Source: an optimization exercise on an open RTL-to-GDS flow (aim: small area). Production flows keep margins and buffers that such runs may drop.
Only the layout flow was run in this run; the RTL was not checked for function there.
Power is estimated from default activity; no workload was simulated.

<file path="flow/config.mk">
export PLATFORM = sky130hd
export DESIGN_NAME = regfile_bypass_sb
export DESIGN_NICKNAME = regfile_bypass_sb
export VERILOG_FILES = /design/flow/design.v
export SDC_FILE = /design/flow/constraint.sdc
export NUM_CORES = 4
export LEC_CHECK = 0
export CAP_MARGIN = 20
export CORE_MARGIN = 2
export CORE_UTILIZATION = 40
export SETUP_SLACK_MARGIN = 0.3
export SLEW_MARGIN = 20
export SYNTH_HIERARCHICAL = 1
</file>
<file path="flow/constraint.sdc">
create_clock -name core_clock -period 5.0 [get_ports {clk}]
set_input_delay 1.0000 -clock core_clock [delete_from_list [all_inputs] [get_ports {clk}]]
set_output_delay 1.0000 -clock core_clock [all_outputs]
set_load 0.01 [all_outputs]
</file>
<file path="flow/design.v">
package regfile_pkg;
  localparam int DATA_W_DEF   = 32;
  localparam int NUM_REGS_DEF = 32;
  localparam int REG_ZERO = 0;
  localparam int REG_RA   = 31;
  function automatic logic is_zero_reg(
    input int   zero_en,
    input logic [31:0] addr
  );
    is_zero_reg = (zero_en != 0) && (addr == 32'(REG_ZERO));
  endfunction
endpackage
module regfile_scoreboard
#(
  parameter int NUM_REGS = regfile_pkg::NUM_REGS_DEF,
  localparam int ADDR_W  = $clog2(NUM_REGS)
) (
  input  logic              clk,
  input  logic              reset,
  input  logic              set_en_i,
  input  logic [ADDR_W-1:0] set_addr_i,
  input  logic              clr_en_i,
  input  logic [ADDR_W-1:0] clr_addr_i,
  input  logic              flush_i,
  input  logic [ADDR_W-1:0] lk_addr_a_i,
  input  logic [ADDR_W-1:0] lk_addr_b_i,
  output logic              busy_a_o,
  output logic              busy_b_o
);
  logic [NUM_REGS-1:1] pend_q;
  for (genvar i = 1; i < NUM_REGS; i++) begin : g_pend
    always_ff @(posedge clk or posedge reset) begin
      if (reset) begin
        pend_q[i] <= 1'b0;
      end else if (flush_i) begin
        pend_q[i] <= 1'b0;
      end else if (set_en_i && set_addr_i == ADDR_W'(i)) begin
        pend_q[i] <= 1'b1;
      end else if (clr_en_i && clr_addr_i == ADDR_W'(i)) begin
        pend_q[i] <= 1'b0;
      end
    end
  end
  assign busy_a_o = (lk_addr_a_i != '0) && pend_q[lk_addr_a_i];
  assign busy_b_o = (lk_addr_b_i != '0) && pend_q[lk_addr_b_i];
endmodule
module regfile_wrow #(
  parameter int DATA_W = 32
) (
  input  logic              we,
  input  logic              we_n,
  input  logic [DATA_W-1:0] wd,
  input  logic [DATA_W-1:0] q,
  output logic [DATA_W-1:0] d
);
  assign d = (wd & {DATA_W{we}}) | (q & {DATA_W{we_n}});
endmodule
module regfile_rmux #(
  parameter int DATA_W = 32,
  parameter int N      = 32
) (
  input  logic [N-1:0]      sel,
  input  logic [N-1:0][DATA_W-1:0] din,
  output logic [DATA_W-1:0] dout
);
  always_comb begin
    dout = '0;
    for (int i = 0; i < N; i++) begin
      dout = dout | (din[i] & {DATA_W{sel[i]}});
    end
  end
endmodule
module regfile_bypass_sb
#(
  parameter int DATA_W   = regfile_pkg::DATA_W_DEF,
  parameter int NUM_REGS = regfile_pkg::NUM_REGS_DEF,
  parameter int ZERO_REG = 1,
  parameter int BYPASS   = 1,
  localparam int ADDR_W  = $clog2(NUM_REGS)
) (
  input  logic              clk,
  input  logic              reset,
  input  logic [ADDR_W-1:0] rd_addr_a,
  input  logic [ADDR_W-1:0] rd_addr_b,
  output logic [DATA_W-1:0] rd_data_a,
  output logic [DATA_W-1:0] rd_data_b,
  output logic              rd_busy_a,
  output logic              rd_busy_b,
  input  logic              wr_en,
  input  logic [ADDR_W-1:0] wr_addr,
  input  logic [DATA_W-1:0] wr_data,
  input  logic              iss_en,
  input  logic [ADDR_W-1:0] iss_addr,
  input  logic              flush
);
  logic [DATA_W-1:0]   regs_q [NUM_REGS];
  logic [DATA_W-1:0]   regs_d [NUM_REGS];
  logic [NUM_REGS-1:1] vld_q;
  logic [NUM_REGS-1:1] we;
  assign regs_q[0] = '0;
  assign regs_d[0] = '0;
  for (genvar i = 1; i < NUM_REGS; i++) begin : g_reg
    assign we[i] = wr_en && (wr_addr == ADDR_W'(i));
    regfile_wrow #(.DATA_W(DATA_W)) u_wrow (
      .we   (we[i]),
      .we_n (!we[i]),
      .wd   (wr_data),
      .q    (regs_q[i]),
      .d    (regs_d[i])
    );
    always_ff @(posedge clk) begin
      regs_q[i] <= regs_d[i];
    end
    always_ff @(posedge clk or posedge reset) begin
      if (reset) begin
        vld_q[i] <= 1'b0;
      end else if (we[i]) begin
        vld_q[i] <= 1'b1;
      end
    end
  end
  logic sb_busy_a;
  logic sb_busy_b;
  regfile_scoreboard #(
    .NUM_REGS (NUM_REGS)
  ) u_sb (
    .clk         (clk),
    .reset       (reset),
    .set_en_i    (iss_en),
    .set_addr_i  (iss_addr),
    .clr_en_i    (wr_en),
    .clr_addr_i  (wr_addr),
    .flush_i     (flush),
    .lk_addr_a_i (rd_addr_a),
    .lk_addr_b_i (rd_addr_b),
    .busy_a_o    (sb_busy_a),
    .busy_b_o    (sb_busy_b)
  );
  logic hit_a;
  logic hit_b;
  assign hit_a = wr_en && (wr_addr == rd_addr_a) && (rd_addr_a != '0);
  assign hit_b = wr_en && (wr_addr == rd_addr_b) && (rd_addr_b != '0);
  logic [NUM_REGS-1:0] sel_a;
  logic [NUM_REGS-1:0] sel_b;
  logic [NUM_REGS-1:0][DATA_W-1:0] din;
  assign sel_a[0] = hit_a;
  assign sel_b[0] = hit_b;
  assign din[0]   = wr_data;
  for (genvar i = 1; i < NUM_REGS; i++) begin : g_sel
    assign sel_a[i] = !hit_a && vld_q[i] && (rd_addr_a == ADDR_W'(i));
    assign sel_b[i] = !hit_b && vld_q[i] && (rd_addr_b == ADDR_W'(i));
    assign din[i]   = regs_q[i];
  end
  regfile_rmux #(.DATA_W(DATA_W), .N(NUM_REGS)) u_rmux_a (
    .sel (sel_a), .din (din), .dout (rd_data_a)
  );
  regfile_rmux #(.DATA_W(DATA_W), .N(NUM_REGS)) u_rmux_b (
    .sel (sel_b), .din (din), .dout (rd_data_b)
  );
  assign rd_busy_a = sb_busy_a && !hit_a;
  assign rd_busy_b = sb_busy_b && !hit_b;
endmodule
</file>
<file path="flow/run.sh">
#!/bin/bash
# synth_recipe.tcl (not shown) runs the flow's synth.tcl, then flattens the netlist and writes it again
# the make line also repeats each setting of config.mk as NAME=value (left out here)
make -C /OpenROAD-flow-scripts/flow DESIGN_CONFIG=/design/flow/config.mk WORK_HOME=/design/flow/orfs CLKGATE_MAP_FILE= SYNTH_SCRIPT=/design/flow/synth_recipe.tcl finish
</file>
==> reports/qor.yml <==
run_status:
  status: "finished with violations"
  so_faults: "setup timing"
drt:
  routed-via-count: 46140
  dr.pass1.iters: 9
  drt_iter0_drc: 8160
  wl_per_cell_um: 36.11
  drc: 0
  totalWireLength_um: 228500
  route.detailed.vias_per_inst: 7.292
  ant_nets: 0
cts:
  htree_levels: 3
  cts.sinks: 1054
  path_clk_slew_ns: 0.05
  clockBufferDepth: 3
  holdBufCountCts: 0
  clkLatencyLatePin_ns: 0.74
  cts_tree: "built"
  cts_buffers: 114
  root_buffer: "clkbuf_16"
timing:
  finalSetupTns_ns: -0.01066
  skew_ns: 0
  tightest_slew_ns: 1.166
  period_needed_ns: 5.009
  max-slew-margin-rel_pct: 21.83
  max_freq_ghz: 0.1997
  setup_viol: 2
  rsz0062_at_grt: "yes"
  drv_slew: 0
  whs_ns: 0.4952
  finalHoldViolCount: 0
  worst_slack_ns: -0.008521
  fin_crit_sh_pct: 100.2
worst_setup_path:
  crit_cells: 17
  critPathRequiredTime_ns: 4.00
  worstPathArrival_ns: 4.01
  start_kind: "input port"
  slowest_stage: "or4_4"
  end_kind: "output port"
  path_delay_family: "buffers and inverters"
  crit_type: "input port to output port"
  worstPathMaxFanout: 7
  r2r_cells: 1
  path_buf_inv: 10
  slowest_delay_ns: 0.63
  cp_common_cell: "buf_6"
  path_cells: "buf_6 > buf_6 > nor2_4 > a211o_1 > a211oi_4 > buf_6 > buf_6 > buf_6 > buf_12 > buf_4 > nor3_4 > buf_12 > buf_4 > a22oi_2 > nand4_1 > or4_4 > buf_6"
floorplan:
  rows: 124
  die_width_um: 343.5
  die_h_um: 343.5
  die-area_um2: 118000
  core_um2: 114300
  ios: 123
  start_util_pct: 40.32
global_route:
  antenna_found_initial: 5
  grt_pass1_wl_um: 317200
  track_usage_pct: 36.78
  grt_pass1_vias: 43250
  grt_remaining_overflow: 0
  grt_max_degree: 35
placed_design:
  dp_cells: 5994
  numPortBuffers: 122
  gp_congestion: 0.9754
  dp_hpwl_um: 139500
  post-place-ws_ns: -0.7246
logic_synthesis:
  syn_area_per_cell_um2: 10.73
  synth_cell_types: 57
  postSynthCellCount: 4296
  ys_seq_area_share_pct: 46.44
  ys_seq_elements: 1054
  synth_top_area_cell: "dfxtp_1"
  synth_edf_count: 0
  netlist_area_um2: 46110
  yosys.area.top_type_share_pct: 43.07
  synth_flop_cell: "dfxtp_1"
  yosysWarningCount: 13
  synth_nets: 4355
  ys_async_sr_fraction_pct: 5.882
  synth.area.top_cells: "dfxtp_1 (43%), a22o_1 (18%), a22oi_1 (17%)"
cells_and_area:
  fill_cells: 9936
  stdcell_count: 6327
  syn_to_final_growth_pct: 27.51
  layout-drive-gt1-share_pct: 27.44
  final_nets: 4782
  final_common_cell: "dfxtp_1"
  final_cell_mix: "dfxtp_1 (992), a22o_1 (930), a22oi_1 (837), buf_4 (350), nand4_1 (262)"
job:
  cap_violations: 0
power_and_ir_drop:
  power.density_nw_per_um2: 398.4
  power_leakage_nw: 23.26
  peakVddDrop_mv: 0.3266
hold_path:
  hold-path-cell-count: 1
  hold_path.class: "flip-flop to flip-flop"
==> per-layer routing <==
| metal | GRT usage (%) | part of all wire (%) |
|---|---|---|
| met4 | 25.08 | 8.4 |
| met3 | 11.71 | 14 |
| met2 | 53.14 | 41 |
| met5 | 0 | 0.023 |
| met1 | 46.66 | 37 |
==> cell usage after synthesis, types with 8 or more instances <==
cell type,n
a22oi_1,1025
dfxtp_1,992
a22o_1,930
nand4_1,262
buf_6,214
nand2_1,120
clkbuf_1,114
buf_2,78
or4_1,65
a22o_2,62
dfrtp_1,62
nand2b_1,47
nor2_1,42
inv_1,40
a21oi_1,34
nor3_1,34
o21ai_0,25
nand3_1,23
nor4_1,12
mux4_2,10
o21ai_1,10
nor2b_1,9
xnor2_1,8
==> report_power, final <==
group | internal [mW] | leakage [nW] | total, mW | switching, mW
Sequential | 10.1 | 9.04 | 11.5 | 1.45
Clock | 5.18 | 1.94 | 8.86 | 3.68
Combinational | 1.68 | 12.3 | 3.05 | 1.37
==> stage by stage <==
| step | power [mW] | util, % | area [um2] |
|---|---|---|---|
| finish | 23.42 | 51.41 | 58790 |
| global route | 24.09 | 51.41 | 58790 |
| CTS | 23.17 | 50.58 | 57830 |
| detailed placement | 14.22 | 45.02 | 51480 |
| global placement | 14.15 | 44.98 | 51440 |
| floorplan | 12.84 | - | 46110 |
==> state kept, by name (all words and copies together), names as in the netlist <==
register	cells
vld_q	31
u_sb.pend_q	31
regs_q	992
==> final timing paths <==
check                      slack, ns             end          from
max reg2reg                     4.14       vld_q[23]     vld_q[23]
min reg2reg                     0.50       vld_q[18]     vld_q[18]
min                             0.50       vld_q[18]     vld_q[18]
max                           -0.009   rd_data_a[18]  rd_addr_a[1]
max in group asynchronous       3.91       vld_q[20]         reset
min in group asynchronous       0.72  u_sb.pend_q[6]         reset
==> final cells by class <==
class                   instances  area, um2  share of cell area, %
multi-input cells            2798      23260                  39.57
inverters                      40      150.1                 0.2554
repair buffers                715       8160                  13.88
clock buffers                 178       3560                  6.055
diodes                          1      2.502               0.004257
flip-flops and latches       1054      21410                  36.42
clock inverters                29      350.3                 0.5959
well taps                    1512       1892                  3.218
==> cells by family after synthesis <==
logic type / share of synthesized area [%]
AO/OA/AOI/OAI: 36.75
XOR/XNOR: 0.2225
adder cells (fa/ha/maj): 0.05427
buffers and inverters: 7.392
flip-flops: 46.44
multiplexers: 0.8521
AND/OR/NAND/NOR: 8.288
==> timing repair <==
item | 4_1_cts | 5_1_grt
setup endpoints to repair | 66 | 66
gates resized for setup | 658 | 166
pin swaps | 184 | 138
setup buffers | 77 | 15
gates cloned | 22 | 10

## static timing again, ports no longer ideal
The results above use ideal ports. As a check the final layout listed here was re-extracted and re-timed, cells and wires unchanged. Step 1 (the two cells are an assumption about what drives the block):
set clk [get_ports {clk}]
set_driving_cell -lib_cell sky130_fd_sc_hd__clkbuf_16 $clk
set_driving_cell -lib_cell sky130_fd_sc_hd__buf_2 [delete_from_list [all_inputs] $clk]
Step 2 moves the port delays by t, midway between the first and last clock arrival at a register: inputs arrive t later, outputs are due t later. That takes back most of the time a late clock gives input paths. a / b / c = no drivers / after step 1 / after step 2; a / b = the first two.
t (ns): 0.800
slack for setup (ns): -0.009 / -0.053 / -0.053
latest minus earliest clock arrival (ns): 0.042 / 0.042
worst register clock-pin slew, ns: 0.07 / 0.07
worst slew at a driven data input, ns: 0.10
The setup slack of this run moves by -0.044 ns with the drivers and by -0.044 ns with both steps.
